This design comes from an exercise in tuning for small area, a short achievable clock period and few clock cycles on the open sky130 flow, not from production work.
RTL that was checked went through simulation tests only; none was proved equivalent to the original.
Power and IR drop assume default switching activity.

==> run C: inputs <==
==> flow/design.v <==
package udpb_pkg;
  localparam logic [15:0] IP_VER_TOS = 16'h4500;
  localparam logic [15:0] IP_FLAGS   = 16'h4000;
  localparam logic [7:0]  PROTO_UDP  = 8'd17;
  localparam logic [15:0] LEN_BASE = 16'd28;
  localparam logic [15:0] SUM_BASE = 16'hFFE8;
  localparam logic [31:0] RST_SOURCE_ADDRESS      = 32'h0606_0600;
  localparam logic [31:0] RST_DESTINATION_ADDRESS = 32'h0;
  localparam logic [15:0] RST_SOURCE_PORT         = 16'd6666;
  localparam logic [15:0] RST_DESTINATION_PORT    = 16'd0;
  localparam logic [7:0]  RST_TIME_TO_LIVE        = 8'd50;
  function automatic logic [15:0] add16(input logic [15:0] a, input logic [15:0] b,
                                        input logic cin);
    logic [15:0] g;
    logic [15:0] p;
    logic [15:0] gg;
    logic [15:0] pp;
    logic [15:0] c;
    g  = a & b;
    p  = a ^ b;
    gg = g;
    pp = p;
    for (int l = 0; l < 4; l++) begin
      for (int i = 0; i < 16; i++) begin
        if (((i >> l) & 1) == 1) begin
          gg[i] = gg[i] | (pp[i] & gg[((i >> l) << l) - 1]);
          pp[i] = pp[i] & pp[((i >> l) << l) - 1];
        end
      end
    end
    c[0] = cin;
    for (int i = 1; i < 16; i++) c[i] = gg[i-1] | (pp[i-1] & cin);
    add16 = p ^ c;
  endfunction
  function automatic logic [15:0] oc_add(input logic [15:0] a, input logic [15:0] b);
    logic [15:0] g;
    logic [15:0] p;
    logic [15:0] gg;
    logic [15:0] pp;
    logic [15:0] c;
    g  = a & b;
    p  = a ^ b;
    gg = g;
    pp = p;
    for (int l = 0; l < 4; l++) begin
      for (int i = 0; i < 16; i++) begin
        if (((i >> l) & 1) == 1) begin
          gg[i] = gg[i] | (pp[i] & gg[((i >> l) << l) - 1]);
          pp[i] = pp[i] & pp[((i >> l) << l) - 1];
        end
      end
    end
    c[0] = gg[15];
    for (int i = 1; i < 16; i++) c[i] = gg[i-1] | (pp[i-1] & gg[15]);
    oc_add = p ^ c;
  endfunction
endpackage
module udpb_front
(
  input  logic        clk,
  input  logic        rst,
  input  logic        in_v,
  input  logic [7:0]  in_b,
  input  logic        in_last,
  input  logic        take,
  output logic        go,
  output logic        hold,
  output logic [15:0] job_sum,
  output logic [15:0] job_len,
  output logic        job_ovf
);
  logic [15:0] acc;
  logic [15:0] cnt;
  logic        odd;
  logic        ovf;
  logic        fresh;   
  logic        c_sat;   
  logic [15:0] acc_b;
  logic [15:0] cnt_b;
  logic        odd_b;
  logic        ovf_b;
  logic        cnt_sat;
  logic [15:0] cnt_n;
  assign go    = in_v & (~hold | take);
  assign acc_b = fresh ? udpb_pkg::SUM_BASE : acc;
  assign cnt_b = fresh ? udpb_pkg::LEN_BASE : cnt;
  assign odd_b = odd;   
  assign ovf_b = ~fresh & ovf;
  assign cnt_sat = ~fresh & c_sat;
  assign cnt_n   = cnt_sat ? cnt_b : udpb_pkg::add16(cnt_b, 16'h0000, 1'b1);
  always_ff @(posedge clk) begin
    if (go) begin
      acc <= udpb_pkg::oc_add(acc_b, odd_b ? {8'h00, in_b} : {in_b, 8'h00});
      cnt   <= cnt_n;
      c_sat <= cnt_sat | (cnt_b == 16'hFFFE);
      ovf <= ovf_b | cnt_sat;
    end
  end
  always_ff @(posedge clk) begin
    if (rst) begin
      fresh <= 1'b1;
      hold  <= 1'b0;
      odd   <= 1'b0;
    end else begin
      if (go) begin
        fresh <= in_last;
        odd   <= ~odd & ~in_last;
      end
      hold <= (go & in_last) | (hold & ~take);
    end
  end
  assign job_sum = acc;
  assign job_len = cnt;
  assign job_ovf = ovf;
endmodule
module udpb_back
(
  input  logic        clk,
  input  logic        rst,
  input  logic        cfg_write,
  input  logic [31:0] sa,
  input  logic [31:0] da,
  input  logic [15:0] sp,
  input  logic [15:0] dp,
  input  logic [7:0]  ttl,
  input  logic        hold,
  input  logic [15:0] job_sum,
  input  logic [15:0] job_len,
  input  logic        job_ovf,
  output logic        take,
  input  logic        pop,
  output logic        empty,
  output logic [21:0] result
);
  logic        busy;
  logic        pre;
  logic        dirty;
  logic [3:0]  k;
  logic        empty_r;
  logic [15:0] out_word;
  logic        out_lerr;
  logic        out_eoh;
  logic [15:0] blen;
  logic        bovf;
  logic [15:0] acc_ip;
  logic [15:0] acc_udp;
  logic [3:0]  nk;    
  logic        adv;
  logic        start_pre;
  logic [15:0] word;
  assign nk        = (k == 4'd13) ? 4'd0 : k + 4'd1;
  assign adv       = busy & (pre | empty_r | pop);
  assign take      = hold & ((~busy & ~dirty) | (adv & ~pre & (nk == 4'd13)));
  assign start_pre = ~busy & dirty;
  assign empty  = empty_r;
  assign result = {out_word, k, out_lerr, out_eoh};
  always_comb begin
    case (nk)
      4'd0:    word = udpb_pkg::IP_VER_TOS;
      4'd1:    word = blen;
      4'd2:    word = 16'h0000;
      4'd3:    word = udpb_pkg::IP_FLAGS;
      4'd4:    word = {ttl, udpb_pkg::PROTO_UDP};
      4'd5:    word = ~acc_ip;
      4'd6:    word = sa[31:16];
      4'd7:    word = sa[15:0];
      4'd8:    word = da[31:16];
      4'd9:    word = da[15:0];
      4'd10:   word = sp;
      4'd11:   word = dp;
      4'd12:   word = blen;   
      default: word = (&acc_udp) ? 16'hFFFF : ~acc_udp;
    endcase
  end
  always_ff @(posedge clk) begin
    if (rst) begin
      busy    <= 1'b0;
      pre     <= 1'b0;
      dirty   <= 1'b1;
      empty_r <= 1'b1;
    end else begin
      if (take) begin
        busy <= 1'b1;
      end else if (start_pre) begin
        busy <= 1'b1;
        pre  <= 1'b1;
      end else if (adv & (nk == (pre ? 4'd10 : 4'd13))) begin
        busy <= 1'b0;
        pre  <= 1'b0;
      end
      if (cfg_write) begin
        dirty <= 1'b1;
      end else if (start_pre) begin
        dirty <= 1'b0;
      end
      if (adv) begin
        empty_r <= pre;
      end else if (pop) begin
        empty_r <= 1'b1;
      end
    end
  end
  always_ff @(posedge clk) begin
    if (start_pre) begin
      k <= 4'd3;
    end else if (adv) begin
      k <= (pre & (nk == 4'd10)) ? 4'd13 : nk;
    end
    if (take) begin
      blen    <= job_len;
      bovf    <= job_ovf;
    end else if (adv & (nk == 4'd1)) begin
      blen    <= udpb_pkg::add16(blen, 16'hFFEC, 1'b0);
    end
    if (adv) begin
      out_word <= word;
      out_lerr <= bovf;
      out_eoh  <= (nk == 4'd13);
    end
    if (adv) begin
      case (nk)
        4'd1, 4'd2, 4'd3, 4'd4, 4'd7, 4'd8, 4'd9, 4'd10:
          acc_ip <= udpb_pkg::oc_add(acc_ip, out_word);
        4'd5:    acc_ip <= out_word;   
        default: ;
      endcase
    end
    if (take) begin
      acc_udp <= {job_sum[0], job_sum[15:1]};
    end else if (adv) begin
      case (nk)
        4'd2, 4'd7, 4'd8, 4'd9, 4'd10, 4'd11, 4'd12:
          acc_udp <= udpb_pkg::oc_add(acc_udp, out_word);
        4'd3:    acc_udp <= {acc_udp[14:0], acc_udp[15]};
        default: ;
      endcase
    end
  end
endmodule
module udp_ipv4_header_builder_unit
(
  input  logic                   clk,
  input  logic                   rst,
  input  logic                   push,
  output logic                   full,
  input  logic [8:0]             item,
  output logic                   empty,
  input  logic                   pop,
  output logic [21:0]            result,
  input  logic                   cfg_write,
  input  logic [2:0]             cfg_index,
  input  logic [31:0]            cfg_data
);
  logic [31:0] sa;
  logic [31:0] da;
  logic [15:0] sp;
  logic [15:0] dp;
  logic [7:0]  ttl;
  logic        full_r;
  logic        in_v;
  logic [7:0]  in_b;
  logic        in_last;
  logic        accept;
  logic        go;
  logic        hold;
  logic        take;
  logic [15:0] job_sum;
  logic [15:0] job_len;
  logic        job_ovf;
  assign full   = full_r;
  assign accept = push & ~full_r;
  logic [31:0] wd0;   
  logic [31:0] wd1;   
  logic [4:0]  wen;
  assign wd0 = rst ? 32'h0 : cfg_data;
  assign wd1 = rst ? 32'hFFFF_FFFF : cfg_data;
  assign wen[0] = rst | (cfg_write & (cfg_index == 3'd0));
  assign wen[1] = rst | (cfg_write & (cfg_index == 3'd1));
  assign wen[2] = rst | (cfg_write & (cfg_index == 3'd2));
  assign wen[3] = rst | (cfg_write & (cfg_index == 3'd3));
  assign wen[4] = rst | (cfg_write & (cfg_index == 3'd4));
  function automatic logic [31:0] pick(input logic [31:0] rv, input logic [31:0] d0,
                                       input logic [31:0] d1);
    pick = (rv & d1) | (~rv & d0);
  endfunction
  logic [31:0] sa_d;
  logic [31:0] da_d;
  logic [31:0] sp_d;
  logic [31:0] dp_d;
  logic [31:0] ttl_d;
  assign sa_d  = pick(udpb_pkg::RST_SOURCE_ADDRESS, wd0, wd1);
  assign da_d  = pick(udpb_pkg::RST_DESTINATION_ADDRESS, wd0, wd1);
  assign sp_d  = pick(32'(udpb_pkg::RST_SOURCE_PORT), wd0, wd1);
  assign dp_d  = pick(32'(udpb_pkg::RST_DESTINATION_PORT), wd0, wd1);
  assign ttl_d = pick(32'(udpb_pkg::RST_TIME_TO_LIVE), wd0, wd1);
  always_ff @(posedge clk) begin
    if (wen[0]) sa  <= sa_d;
    if (wen[1]) da  <= da_d;
    if (wen[2]) sp  <= sp_d[15:0];
    if (wen[3]) dp  <= dp_d[15:0];
    if (wen[4]) ttl <= ttl_d[7:0];
  end
  always_ff @(posedge clk) begin
    if (rst) begin
      in_v   <= 1'b0;
      full_r <= 1'b0;
    end else begin
      in_v   <= accept | (in_v & ~go);
      full_r <= (accept | (in_v & ~go)) & ((go & in_last) | (hold & ~take));
    end
    if (accept) begin
      in_b    <= item[8:1];
      in_last <= item[0];
    end
  end
  udpb_front u_front (
    .clk     (clk),
    .rst     (rst),
    .in_v    (in_v),
    .in_b    (in_b),
    .in_last (in_last),
    .take    (take),
    .go      (go),
    .hold    (hold),
    .job_sum (job_sum),
    .job_len (job_len),
    .job_ovf (job_ovf)
  );
  udpb_back u_back (
    .clk       (clk),
    .rst       (rst),
    .cfg_write (cfg_write),
    .sa        (sa),
    .da        (da),
    .sp        (sp),
    .dp        (dp),
    .ttl       (ttl),
    .hold      (hold),
    .job_sum   (job_sum),
    .job_len   (job_len),
    .job_ovf   (job_ovf),
    .take      (take),
    .pop       (pop),
    .empty     (empty),
    .result    (result)
  );
endmodule
==> flow/flow/run.sh <==
#!/bin/bash
# The standard layout (the standard.sh, synthesis unchanged) with
# settings ORFS reads from the environment:
#  - every port still gets a buffer, but of the smallest plain buffer cell
#    (buf_1, which the resizer may upsize) instead of the delay-cell-sized
#    default that buffer_ports picks;
#  - clock tree synthesis with the usual clustering but without the dummy
#    loads it otherwise adds to even out the leaf buffers' loads.
set -euo pipefail
export BUFFER_PORTS_ARGS="-buffer_cell sky130_fd_sc_hd__buf_1"
export CTS_ARGS="-sink_clustering_enable -repair_clock_nets -sink_clustering_size 40 -sink_clustering_max_diameter 70 -dont_use_dummy_load"
bash standard.sh > standard.log 2>&1
==> flow/standard.sh <==
#!/bin/bash
# synth_recipe.tcl (not shown) runs the flow's synth.tcl, then flattens the netlist and writes it again
# the make line also repeats each setting of config.mk as NAME=value (left out here)
make -C /OpenROAD-flow-scripts/flow DESIGN_CONFIG=/design/flow/config.mk WORK_HOME=/design/flow/orfs CLKGATE_MAP_FILE= SYNTH_SCRIPT=/design/flow/synth_recipe.tcl "${@:-finish}"
==> flow/config.mk <==
export PLATFORM = sky130hd
export DESIGN_NAME = udp_ipv4_header_builder_unit
export DESIGN_NICKNAME = udp_ipv4_header_builder_unit
export VERILOG_FILES = /design/flow/design.v
export SDC_FILE = /design/flow/constraint.sdc
export NUM_CORES = 4
export LEC_CHECK = 0
export ABC_CLOCK_PERIOD_IN_PS = 2200
export CAP_MARGIN = 20
export CORE_MARGIN = 2
export CORE_UTILIZATION = 40
export SETUP_SLACK_MARGIN = 2.9
export SLEW_MARGIN = 20
==> flow/constraint.sdc <==
create_clock -name core_clock -period 6.0 [get_ports {clk}]
set_input_delay 1.2000 -clock core_clock [delete_from_list [all_inputs] [get_ports {clk}]]
set_output_delay 1.2000 -clock core_clock [all_outputs]
set_load 0.01 [all_outputs]
==> inputs of run R, as changes to run C <==
--- a/flow/design.v
+++ b/flow/design.v
@@ -74,25 +74,21 @@
   logic        odd;
   logic        ovf;
   logic        fresh;   
-  logic        c_sat;   
   logic [15:0] acc_b;
   logic [15:0] cnt_b;
   logic        odd_b;
   logic        ovf_b;
   logic        cnt_sat;
-  logic [15:0] cnt_n;
   assign go    = in_v & (~hold | take);
   assign acc_b = fresh ? udpb_pkg::SUM_BASE : acc;
   assign cnt_b = fresh ? udpb_pkg::LEN_BASE : cnt;
   assign odd_b = odd;   
   assign ovf_b = ~fresh & ovf;
-  assign cnt_sat = ~fresh & c_sat;
-  assign cnt_n   = cnt_sat ? cnt_b : udpb_pkg::add16(cnt_b, 16'h0000, 1'b1);
+  assign cnt_sat = &cnt_b;
   always_ff @(posedge clk) begin
     if (go) begin
       acc <= udpb_pkg::oc_add(acc_b, odd_b ? {8'h00, in_b} : {in_b, 8'h00});
-      cnt   <= cnt_n;
-      c_sat <= cnt_sat | (cnt_b == 16'hFFFE);
+      cnt <= cnt_sat ? cnt_b : udpb_pkg::add16(cnt_b, 16'h0000, 1'b1);
       ovf <= ovf_b | cnt_sat;
     end
   end
@@ -168,7 +164,7 @@
       4'd9:    word = da[15:0];
       4'd10:   word = sp;
       4'd11:   word = dp;
-      4'd12:   word = blen;   
+      4'd12:   word = udpb_pkg::add16(blen, 16'hFFEC, 1'b0);
       default: word = (&acc_udp) ? 16'hFFFF : ~acc_udp;
     endcase
   end
@@ -209,8 +205,6 @@
     if (take) begin
       blen    <= job_len;
       bovf    <= job_ovf;
-    end else if (adv & (nk == 4'd1)) begin
-      blen    <= udpb_pkg::add16(blen, 16'hFFEC, 1'b0);
     end
     if (adv) begin
       out_word <= word;
==> flow/flow/run.sh (replaced) <==
#!/bin/bash
# The standard layout (the standard.sh, synthesis unchanged) with two
# placement/repair settings ORFS reads from the environment:
#  - every port still gets a buffer, but of the smallest plain buffer cell
#    (buf_1, which the resizer may upsize) instead of the delay-cell-sized
#    default that buffer_ports picks;
#  - power recovery after global routing downsizes gates that have slack.
set -euo pipefail
export BUFFER_PORTS_ARGS="-buffer_cell sky130_fd_sc_hd__buf_1"
export RECOVER_POWER=100
bash standard.sh > standard.log 2>&1
==> notes <==
Run R reached the layout checks and failed them: max-capacitance violations, max-slew violations. Run C finished with timing, DRC and antenna clean.
In sequential power, run C and run R hardly differ.
Against run R, the synthesized area of run C is larger by 1.3%.
In run C the non-clock buffer count is lower than in run R, by 2.
Between run R and run C, the lower cell count is in run C (gap about 1%, measured against run C).
Between run C and run R, the lower clock power is in run C (gap about 36%, measured against run R).
Testbench counts of run C, summed over its fixed seeds: cycles 55,014.
Testbench counts of run R, summed over its fixed seeds: cycles 55,014.

==> job 1426 <==
RTL: the design.v shown in full above, as it stands there.
export LEC_CHECK = 0
export ABC_CLOCK_PERIOD_IN_PS = 2200
export CAP_MARGIN = 20
export CORE_MARGIN = 2
export CORE_UTILIZATION = 40
export SETUP_SLACK_MARGIN = 3.1
export SLEW_MARGIN = 20
create_clock -name core_clock -period 6.0 [get_ports {clk}]
standard.sh (not shown) runs the stock make flow with config.mk's settings and CLKGATE_MAP_FILE= SYNTH_SCRIPT=/design/flow/synth_recipe.tcl, a recipe that flattens the netlist after the stock synthesis.
==> flow/flow/run.sh <==
#!/bin/bash
# The standard layout (the standard.sh, synthesis unchanged) with
# settings ORFS reads from the environment:
#  - every port still gets a buffer, but of the smallest plain buffer cell
#    (buf_1, which the resizer may upsize) instead of the delay-cell-sized
#    default that buffer_ports picks;
#  - clock tree synthesis with the usual clustering but without the dummy
#    loads it otherwise adds to even out the leaf buffers' loads.
set -euo pipefail
export BUFFER_PORTS_ARGS="-buffer_cell sky130_fd_sc_hd__buf_1"
export CTS_ARGS="-sink_clustering_enable -repair_clock_nets -sink_clustering_size 32 -sink_clustering_max_diameter 70 -dont_use_dummy_load"
bash standard.sh > standard.log 2>&1
==> job 7780 (differences from job 1426) <==
--- a/flow/design.v
+++ b/flow/design.v
@@ -74,25 +74,22 @@
   logic        odd;
   logic        ovf;
   logic        fresh;   
-  logic        c_sat;   
   logic [15:0] acc_b;
   logic [15:0] cnt_b;
   logic        odd_b;
   logic        ovf_b;
   logic        cnt_sat;
-  logic [15:0] cnt_n;
   assign go    = in_v & (~hold | take);
   assign acc_b = fresh ? udpb_pkg::SUM_BASE : acc;
   assign cnt_b = fresh ? udpb_pkg::LEN_BASE : cnt;
-  assign odd_b = odd;   
+  assign odd_b = ~fresh & odd;
   assign ovf_b = ~fresh & ovf;
-  assign cnt_sat = ~fresh & c_sat;
-  assign cnt_n   = cnt_sat ? cnt_b : udpb_pkg::add16(cnt_b, 16'h0000, 1'b1);
+  assign cnt_sat = &cnt_b;
   always_ff @(posedge clk) begin
     if (go) begin
       acc <= udpb_pkg::oc_add(acc_b, odd_b ? {8'h00, in_b} : {in_b, 8'h00});
-      cnt   <= cnt_n;
-      c_sat <= cnt_sat | (cnt_b == 16'hFFFE);
+      cnt <= cnt_sat ? cnt_b : udpb_pkg::add16(cnt_b, 16'h0000, 1'b1);
+      odd <= ~odd_b;
       ovf <= ovf_b | cnt_sat;
     end
   end
@@ -100,11 +97,9 @@
     if (rst) begin
       fresh <= 1'b1;
       hold  <= 1'b0;
-      odd   <= 1'b0;
     end else begin
       if (go) begin
         fresh <= in_last;
-        odd   <= ~odd & ~in_last;
       end
       hold <= (go & in_last) | (hold & ~take);
     end
@@ -138,24 +133,25 @@
   logic [3:0]  k;
   logic        empty_r;
   logic [15:0] out_word;
+  logic [3:0]  out_idx;
   logic        out_lerr;
   logic        out_eoh;
   logic [15:0] blen;
   logic        bovf;
   logic [15:0] acc_ip;
   logic [15:0] acc_udp;
-  logic [3:0]  nk;    
   logic        adv;
   logic        start_pre;
   logic [15:0] word;
-  assign nk        = (k == 4'd13) ? 4'd0 : k + 4'd1;
+  logic [15:0] ip_op;
+  logic [15:0] udp_op;
   assign adv       = busy & (pre | empty_r | pop);
-  assign take      = hold & ((~busy & ~dirty) | (adv & ~pre & (nk == 4'd13)));
+  assign take      = hold & ((~busy & ~dirty) | (adv & ~pre & (k == 4'd13)));
   assign start_pre = ~busy & dirty;
   assign empty  = empty_r;
-  assign result = {out_word, k, out_lerr, out_eoh};
+  assign result = {out_word, out_idx, out_lerr, out_eoh};
   always_comb begin
-    case (nk)
+    case (k)
       4'd0:    word = udpb_pkg::IP_VER_TOS;
       4'd1:    word = blen;
       4'd2:    word = 16'h0000;
@@ -168,10 +164,12 @@
       4'd9:    word = da[15:0];
       4'd10:   word = sp;
       4'd11:   word = dp;
-      4'd12:   word = blen;   
+      4'd12:   word = udpb_pkg::add16(blen, 16'hFFEC, 1'b0);
       default: word = (&acc_udp) ? 16'hFFFF : ~acc_udp;
     endcase
   end
+  assign ip_op  = (k == 4'd3) ? {ttl, udpb_pkg::PROTO_UDP} : out_word;
+  assign udp_op = (k == 4'd2) ? {out_word[14:0], out_word[15]} : out_word;
   always_ff @(posedge clk) begin
     if (rst) begin
       busy    <= 1'b0;
@@ -184,7 +182,7 @@
       end else if (start_pre) begin
         busy <= 1'b1;
         pre  <= 1'b1;
-      end else if (adv & (nk == (pre ? 4'd10 : 4'd13))) begin
+      end else if (adv & (k == (pre ? 4'd10 : 4'd13))) begin
         busy <= 1'b0;
         pre  <= 1'b0;
       end
@@ -201,37 +199,35 @@
     end
   end
   always_ff @(posedge clk) begin
-    if (start_pre) begin
-      k <= 4'd3;
+    if (take) begin
+      k <= 4'd0;
+    end else if (start_pre) begin
+      k <= 4'd5;
     end else if (adv) begin
-      k <= (pre & (nk == 4'd10)) ? 4'd13 : nk;
+      k <= k + 4'd1;
     end
     if (take) begin
       blen    <= job_len;
       bovf    <= job_ovf;
-    end else if (adv & (nk == 4'd1)) begin
-      blen    <= udpb_pkg::add16(blen, 16'hFFEC, 1'b0);
     end
     if (adv) begin
       out_word <= word;
+      out_idx  <= k;
       out_lerr <= bovf;
-      out_eoh  <= (nk == 4'd13);
+      out_eoh  <= (k == 4'd13);
     end
     if (adv) begin
-      case (nk)
-        4'd1, 4'd2, 4'd3, 4'd4, 4'd7, 4'd8, 4'd9, 4'd10:
-          acc_ip <= udpb_pkg::oc_add(acc_ip, out_word);
-        4'd5:    acc_ip <= out_word;   
+      case (k)
+        4'd1, 4'd2, 4'd3, 4'd4, 4'd7, 4'd8, 4'd9, 4'd10: acc_ip <= udpb_pkg::oc_add(acc_ip, ip_op);
+        4'd5:    acc_ip <= 16'h0000;
         default: ;
       endcase
     end
     if (take) begin
-      acc_udp <= {job_sum[0], job_sum[15:1]};
+      acc_udp <= job_sum;
     end else if (adv) begin
-      case (nk)
-        4'd2, 4'd7, 4'd8, 4'd9, 4'd10, 4'd11, 4'd12:
-          acc_udp <= udpb_pkg::oc_add(acc_udp, out_word);
-        4'd3:    acc_udp <= {acc_udp[14:0], acc_udp[15]};
+      case (k)
+        4'd2, 4'd7, 4'd8, 4'd9, 4'd10, 4'd11, 4'd12: acc_udp <= udpb_pkg::oc_add(acc_udp, udp_op);
         default: ;
       endcase
     end
@@ -269,36 +265,23 @@
   logic        job_ovf;
   assign full   = full_r;
   assign accept = push & ~full_r;
-  logic [31:0] wd0;   
-  logic [31:0] wd1;   
-  logic [4:0]  wen;
-  assign wd0 = rst ? 32'h0 : cfg_data;
-  assign wd1 = rst ? 32'hFFFF_FFFF : cfg_data;
-  assign wen[0] = rst | (cfg_write & (cfg_index == 3'd0));
-  assign wen[1] = rst | (cfg_write & (cfg_index == 3'd1));
-  assign wen[2] = rst | (cfg_write & (cfg_index == 3'd2));
-  assign wen[3] = rst | (cfg_write & (cfg_index == 3'd3));
-  assign wen[4] = rst | (cfg_write & (cfg_index == 3'd4));
-  function automatic logic [31:0] pick(input logic [31:0] rv, input logic [31:0] d0,
-                                       input logic [31:0] d1);
-    pick = (rv & d1) | (~rv & d0);
-  endfunction
-  logic [31:0] sa_d;
-  logic [31:0] da_d;
-  logic [31:0] sp_d;
-  logic [31:0] dp_d;
-  logic [31:0] ttl_d;
-  assign sa_d  = pick(udpb_pkg::RST_SOURCE_ADDRESS, wd0, wd1);
-  assign da_d  = pick(udpb_pkg::RST_DESTINATION_ADDRESS, wd0, wd1);
-  assign sp_d  = pick(32'(udpb_pkg::RST_SOURCE_PORT), wd0, wd1);
-  assign dp_d  = pick(32'(udpb_pkg::RST_DESTINATION_PORT), wd0, wd1);
-  assign ttl_d = pick(32'(udpb_pkg::RST_TIME_TO_LIVE), wd0, wd1);
-  always_ff @(posedge clk) begin
-    if (wen[0]) sa  <= sa_d;
-    if (wen[1]) da  <= da_d;
-    if (wen[2]) sp  <= sp_d[15:0];
-    if (wen[3]) dp  <= dp_d[15:0];
-    if (wen[4]) ttl <= ttl_d[7:0];
+  always_ff @(posedge clk) begin
+    if (rst) begin
+      sa  <= udpb_pkg::RST_SOURCE_ADDRESS;
+      da  <= udpb_pkg::RST_DESTINATION_ADDRESS;
+      sp  <= udpb_pkg::RST_SOURCE_PORT;
+      dp  <= udpb_pkg::RST_DESTINATION_PORT;
+      ttl <= udpb_pkg::RST_TIME_TO_LIVE;
+    end else if (cfg_write) begin
+      case (cfg_index)
+        3'd0: sa  <= cfg_data;
+        3'd1: da  <= cfg_data;
+        3'd2: sp  <= cfg_data[15:0];
+        3'd3: dp  <= cfg_data[15:0];
+        3'd4: ttl <= cfg_data[7:0];
+        default: ;
+      endcase
+    end
   end
   always_ff @(posedge clk) begin
     if (rst) begin
==> flow/run.sh (new file) <==
#!/bin/bash
# synth_recipe.tcl (not shown) runs the flow's synth.tcl, then flattens the netlist and writes it again
# the make line also repeats each setting of config.mk as NAME=value (left out here)
make -C /OpenROAD-flow-scripts/flow DESIGN_CONFIG=/design/flow/config.mk WORK_HOME=/design/flow/orfs CLKGATE_MAP_FILE= SYNTH_SCRIPT=/design/flow/synth_recipe.tcl finish
--- a/flow/config.mk
+++ b/flow/config.mk
@@ -9,5 +9,5 @@
 export CAP_MARGIN = 20
 export CORE_MARGIN = 2
 export CORE_UTILIZATION = 40
-export SETUP_SLACK_MARGIN = 3.1
+export SETUP_SLACK_MARGIN = 3.7
 export SLEW_MARGIN = 20
removed: flow/flow/run.sh
removed: flow/standard.sh
==> job 7514 (differences from job 1426) <==
--- a/flow/design.v
+++ b/flow/design.v
@@ -74,25 +74,21 @@
   logic        odd;
   logic        ovf;
   logic        fresh;   
-  logic        c_sat;   
   logic [15:0] acc_b;
   logic [15:0] cnt_b;
   logic        odd_b;
   logic        ovf_b;
   logic        cnt_sat;
-  logic [15:0] cnt_n;
   assign go    = in_v & (~hold | take);
   assign acc_b = fresh ? udpb_pkg::SUM_BASE : acc;
   assign cnt_b = fresh ? udpb_pkg::LEN_BASE : cnt;
   assign odd_b = odd;   
   assign ovf_b = ~fresh & ovf;
-  assign cnt_sat = ~fresh & c_sat;
-  assign cnt_n   = cnt_sat ? cnt_b : udpb_pkg::add16(cnt_b, 16'h0000, 1'b1);
+  assign cnt_sat = &cnt_b;
   always_ff @(posedge clk) begin
     if (go) begin
       acc <= udpb_pkg::oc_add(acc_b, odd_b ? {8'h00, in_b} : {in_b, 8'h00});
-      cnt   <= cnt_n;
-      c_sat <= cnt_sat | (cnt_b == 16'hFFFE);
+      cnt <= cnt_sat ? cnt_b : udpb_pkg::add16(cnt_b, 16'h0000, 1'b1);
       ovf <= ovf_b | cnt_sat;
     end
   end
==> flow/flow/run.sh (replaced) <==
#!/bin/bash
# The standard layout (the standard.sh, synthesis unchanged) with one
# placement setting ORFS reads from the environment:
#  every port still gets a buffer, but of the smallest plain buffer cell
#  (buf_1, which the resizer may upsize) instead of the delay-cell-sized
#  default that buffer_ports picks.

set -euo pipefail
export BUFFER_PORTS_ARGS="-buffer_cell sky130_fd_sc_hd__buf_1"
bash standard.sh > standard.log 2>&1
--- a/flow/config.mk
+++ b/flow/config.mk
@@ -9,5 +9,7 @@
 export CAP_MARGIN = 20
 export CORE_MARGIN = 2
 export CORE_UTILIZATION = 40
-export SETUP_SLACK_MARGIN = 3.1
+export CTS_CLUSTER_DIAMETER = 55
+export CTS_CLUSTER_SIZE = 40
+export SETUP_SLACK_MARGIN = 2.9
 export SLEW_MARGIN = 20
==> results.txt <==
metric                                                                        job 7780                       job 7514                    job 1426
Number of buffers and inverters on the critical path                                 2                              2                           1
Portion of netlist area occupied by mux cells                                    2.78%                          1.16%                      0.844%
Area of the multi-input gates                                              0.00846 mm²                    0.00548 mm²                 0.00575 mm²
Count of plain and timing-repair buffers in the layout                             283                            111                         121
Post-layout nets                                                                  1752                           1292                        1327
First-pass GRT wire length                                                    67000 µm                       51500 µm                    51100 µm
Rel. slew slack                                                                  24.4%                          28.5%                       27.9%
Power, Total                                                                   7.25 mW                        5.98 mW                     5.29 mW
Synthesized-area fraction occupied by xor and xnor cells                         3.03%                          3.56%                       3.24%
Net Sw Frac                                                                      36.6%                          37.3%                       35.7%
Met3 WL                                                                        3340 µm                        2790 µm                     2170 µm
Flip-flop and latch power                                                      2.10 mW                        2.33 mW                     2.33 mW
DIE HEIGHT                                                                      182 µm                         179 µm                      180 µm
Outcome                                                       timing/DRC/antenna clean       timing/DRC/antenna clean    timing/DRC/antenna clean
Crit path arrival time                                                         3.57 ns                        3.45 ns                     3.10 ns
P_int                                                                          4.59 mW                        3.75 mW                     3.40 mW
Worst setup timing slack at the placement stage                                1.84 ns                        1.87 ns                     2.10 ns
TritonCTS Sinks                                                                    230                            226                         227
Worst hold slack across all endpoints                                         0.450 ns                       0.432 ns                    0.483 ns
Worst r2r src                                                 u_back.k[0]$_SDFFE_PP0P_  u_back.out_word[12]$_DFFE_PP_  u_front.fresh$_SDFFE_PP1P_
Crit path largest cell delay                                                   0.40 ns                        0.67 ns                     0.35 ns
Worst flop-to-flop path endpoint                          u_back.acc_udp[13]$_DFFE_PP_   u_back.acc_udp[15]$_DFFE_PP_   u_front.acc[15]$_DFFE_PP_
Initial DRC count                                                                 1175                            900                         884
Met1 routed wirelength after detailed routing                                 19700 µm                       14800 µm                    15500 µm
Met2 track utilization from global routing                                       42.5%                          33.5%                       31.8%
Count of fill cells added during filler insertion                                 2621                           2829                        2860
Testbench counts of job 1426, summed over its fixed seeds: cycles 55,014.
For job 7780 and job 7514, only the layout was checked, not whether the RTL still works.

[separate check: timing with driven ports]
The results above use ideal ports. As a check the final layouts listed here were re-extracted and re-timed, cells and wires unchanged.
Step 1: set_driving_cell puts a clkbuf_16 on clk and a buf_2 on each other input, an assumption about the parent block.
Step 2 also shifts input and output timing later by t, the mid clock arrival at the registers, as if the neighbouring blocks saw the same clock.
Slacks: ideal / step 1 / step 2; pairs: ideal / step 1.
run | shift t [ns] | setup WS [ns] | worst hold slack (ns) | worst setup path at the end | latest minus earliest clock arrival (ns)
run C | 0.522 | 2.989 / 2.989 / 2.583 | 0.475 / 0.475 / 0.475 | input to register | 0.083 / 0.083
run R | 0.585 | 1.724 / 1.724 / 1.285 | 0.434 / 0.434 / 0.434 | input to register | 0.026 / 0.026
job 1426 | 0.537 | 3.143 / 3.143 / 2.766 | 0.483 / 0.483 / 0.483 | input to register | 0.069 / 0.069
job 7780 | 0.591 | 2.702 / 2.702 / 2.702 | 0.450 / 0.450 / 0.450 | register to register | 0.028 / 0.029
job 7514 | 0.580 | 2.950 / 2.953 / 2.400 | 0.432 / 0.432 / 0.432 | input to register | 0.046 / 0.046
For job 7514, which loses most, drivers alone change the setup slack by +0.003 ns; drivers and shift together by -0.550 ns.
